This design comes from an exercise in tuning for small area on the open sky130 flow, not from production work. Only simulation tests tie the RTL to the original design; equivalence was not proved.

==> build 58: inputs <==
Design gameControl, start of the top module:
module gameControl #(
    parameter int TickCycles = 16
) (
    input  logic         clk,
    input  logic         rstReg,
    input  logic [1:0]   keyboardSignal,
    output logic [6:0]   score,
    output logic [2:0]   nextBlock,
    output logic [199:0] objects
);
    logic [1:0] kind;
    logic [1:0] busy;
    logic blocked;
    logic [1:0] rot;
    logic [4:0] row;
    logic [3:0] col;
    logic [199:0] settled;
    moveRequest #(
        .TickCycles(TickCycles)
    ) requestStage (
        .clk           (clk),
        .rstReg        (rstReg),
        .keyboardSignal(keyboardSignal),
        .kind          (kind),
        .busy          (busy)
    );
    collisionCheck checkStage (
        .clk    (clk),
        .kind   (kind),
        .busy   (busy),
        .next   (nextBlock),
        .rot    (rot),
        .row    (row),
        .col    (col),
        .settled(settled),
        .blocked(blocked)
    );
    boardStore storeStage (
  ...
==> module collisionCheck, before the edit <==
module collisionCheck (
    input  logic         clk,
    input  logic [1:0]   kind,
    input  logic [1:0]   busy,
    input  logic [2:0]   next,
    input  logic [1:0]   rot,
    input  logic [4:0]   row,
    input  logic [3:0]   col,
    input  logic [199:0] settled,
    output logic         blocked
);
    logic [5:0] off;
    logic [1:0] rotN;
    logic [2:0] dRow;
    logic [2:0] dCol;
    logic [5:0] cellRow;
    logic [4:0] cellCol;
    logic [4:0] rowHi;
    logic [3:0] rowLo;
    logic [2:0] colHi;
    logic [3:0] colLo;
    logic [19:0] rowHot;
    logic [9:0] colHot;
    logic [9:0] rowBits;
    logic [6:0] grp;
    logic [3:0] cgrp;
    logic cellBlocked;
    logic acc;
    always_comb begin
        rotN = (kind == tetrisPkg::MoveRotate) ? rot + 2'd1 : rot;
        off = tetrisPkg::pieceCell(next, rotN, busy);
        dRow = off[5:3] + {2'b00, kind == tetrisPkg::MoveDrop};
        dCol = off[2:0];
        if (kind == tetrisPkg::MoveLeft) dCol = off[2:0] - 3'd1;
        if (kind == tetrisPkg::MoveRight) dCol = off[2:0] + 3'd1;
        cellRow = {1'b0, row} + {{3{dRow[2]}}, dRow};
        cellCol = {1'b0, col} + {{2{dCol[2]}}, dCol};
        for (int h = 0; h < 5; h++) rowHi[h] = (cellRow[5:2] == 4'(h));
        for (int l = 0; l < 4; l++) rowLo[l] = (cellRow[1:0] == 2'(l));
        for (int h = 0; h < 3; h++) colHi[h] = (cellCol[4:2] == 3'(h));
        for (int l = 0; l < 4; l++) colLo[l] = (cellCol[1:0] == 2'(l));
        for (int r = 0; r < 20; r++) rowHot[r] = rowHi[r / 4] & rowLo[r % 4];
        for (int c = 0; c < 10; c++) colHot[c] = colHi[c / 4] & colLo[c % 4];
        for (int c = 0; c < 10; c++) begin
            for (int g = 0; g < 7; g++) begin
                grp[g] = 1'b0;
                for (int r = 3 * g; r < 3 * g + 3 && r < 20; r++) grp[g] = grp[g] | (rowHot[r] & settled[10*r + c]);
            end
            rowBits[c] = |grp;
        end
        for (int g = 0; g < 4; g++) begin
            cgrp[g] = 1'b0;
            for (int c = 3 * g; c < 3 * g + 3 && c < 10; c++) cgrp[g] = cgrp[g] | (colHot[c] & rowBits[c]);
        end
        cellBlocked = ~(|rowHot) | ~(|colHot) | (|cgrp);
    end
    always_ff @(posedge clk) begin
        acc <= (busy == 2'd0) ? cellBlocked : (acc | cellBlocked);
    end
    assign blocked = acc | cellBlocked;
endmodule
export LEC_CHECK = 0
export ABC_AREA = 1
export CAP_MARGIN = 20
export CORE_MARGIN = 2
export CORE_UTILIZATION = 40
export CTS_BUF_LIST = sky130_fd_sc_hd__clkbuf_4
export CTS_CLUSTER_DIAMETER = 50
export CTS_CLUSTER_SIZE = 6
export GPL_TIMING_DRIVEN = 0
export SLEW_MARGIN = 20
export SYNTH_HIERARCHICAL = 1
export SYNTH_MINIMUM_KEEP_SIZE = 0
create_clock -name core_clock -period 22.0 [get_ports {clk}]
standard.sh (not shown) runs the stock make flow with config.mk's settings and CLKGATE_MAP_FILE= SYNTH_SCRIPT=/design/flow/synth_recipe.tcl, a recipe that flattens the netlist after the stock synthesis.
==> flow/flow/run.sh <==
#!/bin/bash
set -euo pipefail
here=$(pwd)
rm -rf scripts
mkdir scripts
for f in "$FLOW_HOME"/scripts/*; do
    ln -s "$f" scripts/
done
rm scripts/abc_area.script
cp flow/abc_area.script scripts/abc_area.script
export SCRIPTS_DIR="$here/scripts"
export ADDER_MAP_FILE=
export BUFFER_PORTS_ARGS="-buffer_cell sky130_fd_sc_hd__buf_1"
export CTS_ARGS="-sink_clustering_enable -repair_clock_nets -buf_list sky130_fd_sc_hd__clkbuf_4 -sink_clustering_size 6 -sink_clustering_max_diameter 50 -dont_use_dummy_load"
bash standard.sh > standard.log 2>&1
==> flow/flow/abc_area.script <==
strash
&get -n
&st
&deepsyn -I 4 -J 100
&dch -f
&nf -R 1000
&put
==> build 30: changes against build 58 <==
==> flow/flow/abc_area.script (replaced) <==
strash
&get -n
&st
&dch -f
&nf -R 1000
&put
==> trial 60: changes against build 58 <==
--- a/flow/design.v
+++ b/flow/design.v
@@ -208,10 +208,5 @@
     logic [1:0] rotN;
-    logic [2:0] dRow;
-    logic [2:0] dCol;
-    logic [5:0] cellRow;
-    logic [4:0] cellCol;
-    logic [4:0] rowHi;
-    logic [3:0] rowLo;
-    logic [2:0] colHi;
-    logic [3:0] colLo;
+    logic signed [2:0] dRow, dCol;
+    logic signed [5:0] cellRow;
+    logic signed [4:0] cellCol;
     logic [19:0] rowHot;
@@ -219,5 +214,3 @@
     logic [9:0] rowBits;
-    logic [6:0] grp;
-    logic [3:0] cgrp;
-    logic cellBlocked;
+    logic onBoard, hit, cellBlocked;
     logic acc;
@@ -226,26 +219,15 @@
         off = tetrisPkg::pieceCell(next, rotN, busy);
-        dRow = off[5:3] + {2'b00, kind == tetrisPkg::MoveDrop};
-        dCol = off[2:0];
-        if (kind == tetrisPkg::MoveLeft) dCol = off[2:0] - 3'd1;
-        if (kind == tetrisPkg::MoveRight) dCol = off[2:0] + 3'd1;
-        cellRow = {1'b0, row} + {{3{dRow[2]}}, dRow};
-        cellCol = {1'b0, col} + {{2{dCol[2]}}, dCol};
-        for (int h = 0; h < 5; h++) rowHi[h] = (cellRow[5:2] == 4'(h));
-        for (int l = 0; l < 4; l++) rowLo[l] = (cellRow[1:0] == 2'(l));
-        for (int h = 0; h < 3; h++) colHi[h] = (cellCol[4:2] == 3'(h));
-        for (int l = 0; l < 4; l++) colLo[l] = (cellCol[1:0] == 2'(l));
-        for (int r = 0; r < 20; r++) rowHot[r] = rowHi[r / 4] & rowLo[r % 4];
-        for (int c = 0; c < 10; c++) colHot[c] = colHi[c / 4] & colLo[c % 4];
+        dRow = $signed(off[5:3]) + ((kind == tetrisPkg::MoveDrop) ? 3'sd1 : 3'sd0);
+        dCol = $signed(off[2:0]) + ((kind == tetrisPkg::MoveLeft) ? -3'sd1 : (kind == tetrisPkg::MoveRight) ? 3'sd1 : 3'sd0);
+        cellRow = $signed({1'b0, row}) + dRow;
+        cellCol = $signed({1'b0, col}) + dCol;
+        for (int r = 0; r < 20; r++) rowHot[r] = (cellRow == 6'(r));
+        for (int c = 0; c < 10; c++) colHot[c] = (cellCol == 5'(c));
+        onBoard = (cellRow >= 0) && (cellRow < 20) && (cellCol >= 0) && (cellCol < 10);
         for (int c = 0; c < 10; c++) begin
-            for (int g = 0; g < 7; g++) begin
-                grp[g] = 1'b0;
-                for (int r = 3 * g; r < 3 * g + 3 && r < 20; r++) grp[g] = grp[g] | (rowHot[r] & settled[10*r + c]);
-            end
-            rowBits[c] = |grp;
+            rowBits[c] = 1'b0;
+            for (int r = 0; r < 20; r++) rowBits[c] = rowBits[c] | (rowHot[r] & settled[10*r + c]);
         end
-        for (int g = 0; g < 4; g++) begin
-            cgrp[g] = 1'b0;
-            for (int c = 3 * g; c < 3 * g + 3 && c < 10; c++) cgrp[g] = cgrp[g] | (colHot[c] & rowBits[c]);
-        end
-        cellBlocked = ~(|rowHot) | ~(|colHot) | (|cgrp);
+        hit = |(colHot & rowBits);
+        cellBlocked = ~onBoard | hit;
     end
--- a/flow/flow/run.sh
+++ b/flow/flow/run.sh
@@ -13,3 +13,3 @@
 export BUFFER_PORTS_ARGS="-buffer_cell sky130_fd_sc_hd__buf_1"
-export CTS_ARGS="-sink_clustering_enable -repair_clock_nets -buf_list sky130_fd_sc_hd__clkbuf_4 -sink_clustering_size 6 -sink_clustering_max_diameter 50 -dont_use_dummy_load"
+export CTS_ARGS="-sink_clustering_enable -repair_clock_nets -buf_list sky130_fd_sc_hd__clkbuf_4 -sink_clustering_size 7 -sink_clustering_max_diameter 50 -dont_use_dummy_load"
 bash standard.sh > standard.log 2>&1
- CAP_MARGIN: 20 -> 15
- CTS_CLUSTER_SIZE: 6 -> 7
- PLACE_DENSITY: not set -> 0.75
- SLEW_MARGIN: 20 -> 15
==> notes.md <==
- Trial 60 completed with no timing, DRC or antenna violations. Build 30 ran to the end with no violations. Build 58 produced a clean layout.
- Non-clock buffer count, lowest first: build 30, build 58, trial 60.
- The lowest synthesized cell count belongs to build 58, the highest to build 30.
- The lowest first-iteration DRC count belongs to build 30, the highest to trial 60.
- In flip-flop and latch count, trial 60 and build 30 do not differ.
- Critical path depth: build 30 < trial 60 < build 58.
- Of trial 60 and build 58, build 58 has the higher routed wire length (gap 2.3%, measured against build 58).
- In build 30 the cell count is higher than in trial 60, by about 1.8%.

==> static timing again, ports no longer ideal <==
No port has a modelled driver above. Below, the same layouts with a new extraction and two added sets of constraints. Step 1 (the two cells are an assumption about what drives the block):
set clk [get_ports {clk}]
set_driving_cell -lib_cell sky130_fd_sc_hd__clkbuf_16 $clk
set_driving_cell -lib_cell sky130_fd_sc_hd__buf_2 [delete_from_list [all_inputs] $clk]
Step 2 times the ports against the registers' clock, not the clock port: input delays grow and output delays shrink by t, the midpoint of the rising clock arrivals with the driver on. Three values: ideal ports, drivers, drivers and shift; two values: the first two.
| run | t (ns) | setup WS [ns] | slew at the worst register clock pin (ns) |
|---|---|---|---|
| build 58 | 0.815 | 9.282 / 9.282 / 9.282 | 0.10 / 0.10 |
| build 30 | 0.826 | 9.893 / 9.892 / 9.892 | 0.09 / 0.09 |
| trial 60 | 0.846 | 10.080 / 10.080 / 10.080 | 0.10 / 0.10 |
After both steps every run listed still meets setup and hold. For build 30, which loses most, drivers alone change the setup slack by -0.001 ns; drivers and shift together by -0.001 ns.
